Context: an optimization exercise on an open-source flow, tuned for a short achievable clock period and few clock cycles per item. The choices shown serve that exercise and are no tape-out recipe. In this exercise RTL edits were held to simulation tests only and were not proved equivalent to the original. No activity file was given, so power comes from the tool's default toggle rates.

==> flow/design.v (excerpt) <==
module multi_delimiter_record_splitter_top (
	input  logic                 clk,
	input  logic                 arst_n,
	input  logic                 data_in_valid,
	output logic                 data_in_ready,
	input  logic [7:0]           data_in_data_byte,
	input  logic                 data_in_end_of_input,
	output logic                 data_out_valid,
	input  logic                 data_out_ready,
	output logic [7:0]           data_out_out_byte,
	output logic                 data_out_is_data,
	output logic                 data_out_matched,
	output logic [mdrs_pkg::IDX_W-1:0] data_out_separator_index,
	output logic                 data_out_last,
	input  logic                 cfg_valid,
	output logic                 cfg_ready,
	input  logic [mdrs_pkg::CFG_IDX_W-1:0] cfg_index,
	input  logic [mdrs_pkg::SEP_W-1:0] cfg_data
);
Size: ~3800 cells after synthesis, about 1000 flip-flops, ~97 I/O pins, ~47000 um^2 of cells after synthesis.
export LEC_CHECK = 0
export ABC_CLOCK_PERIOD_IN_PS = 3500
export CAP_MARGIN = 20
export CORE_MARGIN = 2
export CORE_UTILIZATION = 75
export CTS_CLUSTER_DIAMETER = 80
export CTS_CLUSTER_SIZE = 24
export PLACE_DENSITY = 0.85
export SLEW_MARGIN = 20
create_clock -name core_clock -period 16.0 [get_ports {clk}]
standard.sh (not shown) runs the stock make flow with config.mk's settings and CLKGATE_MAP_FILE= SYNTH_SCRIPT=/design/flow/synth_recipe.tcl, a recipe that flattens the netlist after the stock synthesis.
==> flow/flow/run.sh <==
#!/bin/bash
# The standard layout, with two changes in how it is made:
#  - after placement, each flip-flop that drives an output port's buffer is moved
#    next to that buffer (pull_io_flops.tcl), and the placement legalized again;
#  - the timing repair steps (after CTS and global route) aim for extra setup
#    slack beyond the design's clock period.
# The constraints (SDC), synthesis and every other step are the standard ones.
set -euo pipefail
M=12
bash standard.sh SETUP_SLACK_MARGIN=$M place > place.log 2>&1
RESULTS=$PWD/orfs/results/sky130hd/multi_delimiter_record_splitter_top/base openroad -no_init -exit flow/pull_io_flops.tcl > pull_io_flops.log 2>&1
bash standard.sh SETUP_SLACK_MARGIN=$M finish > finish.log 2>&1
==> flow/flow/pull_io_flops.tcl <==
# Moves each flip-flop that drives an output port's buffer next to that buffer,
# then legalizes the placement. Nothing else changes: the same cells and nets.
set results $::env(RESULTS)
read_db $results/3_place.odb
set block [ord::get_db_block]
set moved 0
foreach bterm [$block getBTerms] {
  if {[$bterm getIoType] ne "OUTPUT"} { continue }
  set net [$bterm getNet]
  if {$net eq "NULL" || $net eq ""} { continue }
  set buf ""
  foreach it [$net getITerms] { if {[$it isOutputSignal]} { set buf [$it getInst] } }
  if {$buf eq ""} { continue }
  set innet ""
  foreach it [$buf getITerms] { if {[$it isInputSignal] && [$it getNet] ne "NULL"} { set innet [$it getNet] } }
  if {$innet eq ""} { continue }
  set drv ""
  foreach it [$innet getITerms] { if {[$it isOutputSignal]} { set drv [$it getInst] } }
  if {$drv eq ""} { continue }
  set mname [[$drv getMaster] getName]
  if {![string match "sky130_fd_sc_hd__df*" $mname] && ![string match "sky130_fd_sc_hd__edf*" $mname]} { continue }
  set loc [$buf getLocation]
  puts "move [$drv getName] ($mname) from [$drv getLocation] to $loc near [$buf getName] for [$bterm getName]"
  $drv setLocation [lindex $loc 0] [lindex $loc 1]
  incr moved
}
puts "moved $moved flip-flops"
detailed_placement
check_placement -verbose
write_db $results/3_place.odb
Testbench counts at the start, summed over its fixed seeds: cycles 39,285, items 38,935.
==> next run, changes <==
- CORE_UTILIZATION: 75 -> 60
- PLACE_DENSITY: 0.85 -> 0.7
First-iteration DRC count goes down by 32%. Final area came out higher by 0.76%. Wire length came out lower by 5.9%. Clock power barely changes. Count of clock-buffer cells in the layout goes down by 2. Total power rises by 0.40%. Synthesized area is unchanged. Global-route usage shrinks by 11 points.
==> next run, changes <==
- CTS_CLUSTER_DIAMETER: 80 -> 150
- CTS_CLUSTER_SIZE: 24 -> 30
What happened: The changed run went through all stages and came out clean. Worst hold slack degrades by 0.031 ns. Die area stays the same. Sequential power barely changes. Design area shrinks by 0.71%. Core utilization is lower by 0.46 points. Area after synthesis stays the same.


Another version of the RTL of multi_delimiter_record_splitter_top (not shown whole).
Size: about 3,000 cells after synthesis, roughly 830 flip-flops, ~33,000 sq um of cells after synthesis.
Design multi_delimiter_record_splitter_top, start of the top module:
module multi_delimiter_record_splitter_top (
	input  logic                 clk,
	input  logic                 arst_n,
	input  logic                 data_in_valid,
	output logic                 data_in_ready,
	input  logic [7:0]           data_in_data_byte,
	input  logic                 data_in_end_of_input,
	output logic                 data_out_valid,
	input  logic                 data_out_ready,
	output logic [7:0]           data_out_out_byte,
	output logic                 data_out_is_data,
	output logic                 data_out_matched,
	output logic [mdrs_pkg::IDX_W-1:0] data_out_separator_index,
	output logic                 data_out_last,
	input  logic                 cfg_valid,
	output logic                 cfg_ready,
	input  logic [mdrs_pkg::CFG_IDX_W-1:0] cfg_index,
	input  logic [mdrs_pkg::SEP_W-1:0] cfg_data
);
	logic [3:0][7:0][7:0] sep_b;
	logic [3:0][7:0]      ci_b;
	logic [3:0][7:0]      lmask;
	logic [3:0][3:0]      beats;
	logic [3:0][mdrs_pkg::PTR_W-1:0] back;
	logic                 esc_en;
	logic [7:0]           esc_byte;
	logic       s_valid, s_push, s_match, s_eoi;
  ...
Settings: LEC_CHECK=0, CAP_MARGIN=20, CORE_MARGIN=2, CORE_UTILIZATION=40, SLEW_MARGIN=20; clock period 16.0 ns.
==> flow/flow/run.sh <==
#!/bin/bash
# Standard layout, run as-is; keeps a copy of what the tools print.
bash standard.sh > standard.log 2>&1
The baseline passed the timing, design-rule and antenna checks.
Testbench counts at the start, summed over its fixed seeds: cycles 39,325, items 38,935.
Then changed:
==> flow/flow/run.sh (replaced) <==
#!/bin/bash
# The standard layout, with the timing repair steps (after floorplan, CTS and
# global route) aiming for extra setup slack beyond the design's clock period.
# The constraints (SDC) are the design's, unchanged.
bash standard.sh SETUP_SLACK_MARGIN=12 finish > standard.log 2>&1
--- a/flow/config.mk
+++ b/flow/config.mk
@@ -6,6 +6,9 @@
 export NUM_CORES = 4
 export LEC_CHECK = 0
+export ABC_CLOCK_PERIOD_IN_PS = 3500
 export CAP_MARGIN = 20
 export CORE_MARGIN = 2
-export CORE_UTILIZATION = 40
+export CORE_UTILIZATION = 65
+export CTS_CLUSTER_DIAMETER = 120
+export CTS_CLUSTER_SIZE = 30
 export SLEW_MARGIN = 20
Setup slack is better by 450 ps.
Design area falls by 7.6%.
Sequential share of layout area grows by 4.1 points.
Critical path depth stays the same.
Synthesized area does not change.
Power goes down by 26%.
Wire length shrinks by 7.1%.
Via count went down by 2.1%.
Final cell count came out lower by 12%.
Then changed:
==> flow/run.sh (new file) <==
#!/bin/bash
# synth_recipe.tcl (not shown) runs the flow's synth.tcl, then flattens the netlist and writes it again
# the make line also repeats each setting of config.mk as NAME=value (left out here)
make -C /OpenROAD-flow-scripts/flow DESIGN_CONFIG=/design/flow/config.mk WORK_HOME=/design/flow/orfs CLKGATE_MAP_FILE= SYNTH_SCRIPT=/design/flow/synth_recipe.tcl finish
--- a/flow/config.mk
+++ b/flow/config.mk
@@ -6,9 +6,6 @@
 export NUM_CORES = 4
 export LEC_CHECK = 0
-export ABC_CLOCK_PERIOD_IN_PS = 3500
 export CAP_MARGIN = 20
 export CORE_MARGIN = 2
-export CORE_UTILIZATION = 65
-export CTS_CLUSTER_DIAMETER = 120
-export CTS_CLUSTER_SIZE = 30
+export CORE_UTILIZATION = 40
 export SLEW_MARGIN = 20
removed: flow/flow/run.sh
removed: flow/standard.sh
After rerunning:
- via count rose by 2.1%
- setup slack gets worse by 450 ps
- fmax came out lower by 9.2%
- worst hold slack loses 15 ps
- cell count came out higher by 14%
- final area rose by 8.2%
- sequential share of layout area decreases by 4.1 points
Then changed:
==> flow/flow/run.sh (new file) <==
#!/bin/bash
# The standard layout, with the timing repair steps (after floorplan, CTS and
# global route) aiming for extra setup slack beyond the design's clock period.
# The constraints (SDC) are the design's, unchanged.
bash standard.sh SETUP_SLACK_MARGIN=12 finish > standard.log 2>&1
==> flow/standard.sh (new file) <==
#!/bin/bash
# synth_recipe.tcl (not shown) runs the flow's synth.tcl, then flattens the netlist and writes it again
# the make line also repeats each setting of config.mk as NAME=value (left out here)
make -C /OpenROAD-flow-scripts/flow DESIGN_CONFIG=/design/flow/config.mk WORK_HOME=/design/flow/orfs CLKGATE_MAP_FILE= SYNTH_SCRIPT=/design/flow/synth_recipe.tcl "${@:-finish}"
--- a/flow/config.mk
+++ b/flow/config.mk
@@ -6,4 +6,5 @@
 export NUM_CORES = 4
 export LEC_CHECK = 0
+export ABC_CLOCK_PERIOD_IN_PS = 3500
 export CAP_MARGIN = 20
 export CORE_MARGIN = 2
removed: flow/run.sh
- synthesized cell count stays the same
- worst setup slack gets better by 460 ps
- non-clock buffer count grows by 3
- critical path depth is unchanged
- utilization shrinks by 0.14 points
- clock-buffer cell count grows by 6
- cell area shrinks by about 0.3%
- area after synthesis is unchanged
- cell count is unchanged
- clock power shrinks by about 2%

[separate check: timing with driven ports]
The flow's constraints put no driver on any port. The routed layouts listed below were extracted and timed again, unchanged, in two steps. Step 1 (the two cells are an assumption about what drives the block):
set clk [get_ports {clk}]
set_driving_cell -lib_cell sky130_fd_sc_hd__clkbuf_16 $clk
set_driving_cell -lib_cell sky130_fd_sc_hd__buf_2 [delete_from_list [all_inputs] $clk]
Step 2 adds t to the input delays and takes it off the output delays; t is the mean of the earliest and latest rising clock arrival at the registers after step 1. Input paths then give back, and output paths get back, about the clock's delay inside the block. Three values: no drivers, after step 1, after step 2; two values: the first two.
run	t, ns	setup WS [ns]	worst setup path after step 2	latest minus earliest clock arrival (ns)	worst register clock-pin slew, ns
the first run of note 1	0.729	11.577 / 11.512 / 11.262	input to register	0.051 / 0.050	0.11 / 0.11
the second run of note 1	0.706	11.622 / 11.555 / 11.404	input to register	0.038 / 0.038	0.11 / 0.11
the third run of note 1	0.681	11.651 / 11.587 / 11.403	input to register	0.030 / 0.031	0.12 / 0.12
the first run of note 2	0.695	11.176 / 11.110 / 11.031	input to register	0.072 / 0.071	0.06 / 0.06
the second run of note 2	0.690	11.621 / 11.560 / 11.556	input to register	0.031 / 0.031	0.12 / 0.12
the third run of note 2	0.695	11.176 / 11.110 / 11.031	input to register	0.072 / 0.071	0.06 / 0.06
the fourth run of note 2	0.703	11.631 / 11.563 / 11.523	input to register	0.055 / 0.054	0.06 / 0.06
After both steps setup and hold are still met in every run listed. The setup slack of the first run of note 1, which loses most, moves by -0.065 ns with the drivers and by -0.315 ns with both steps.
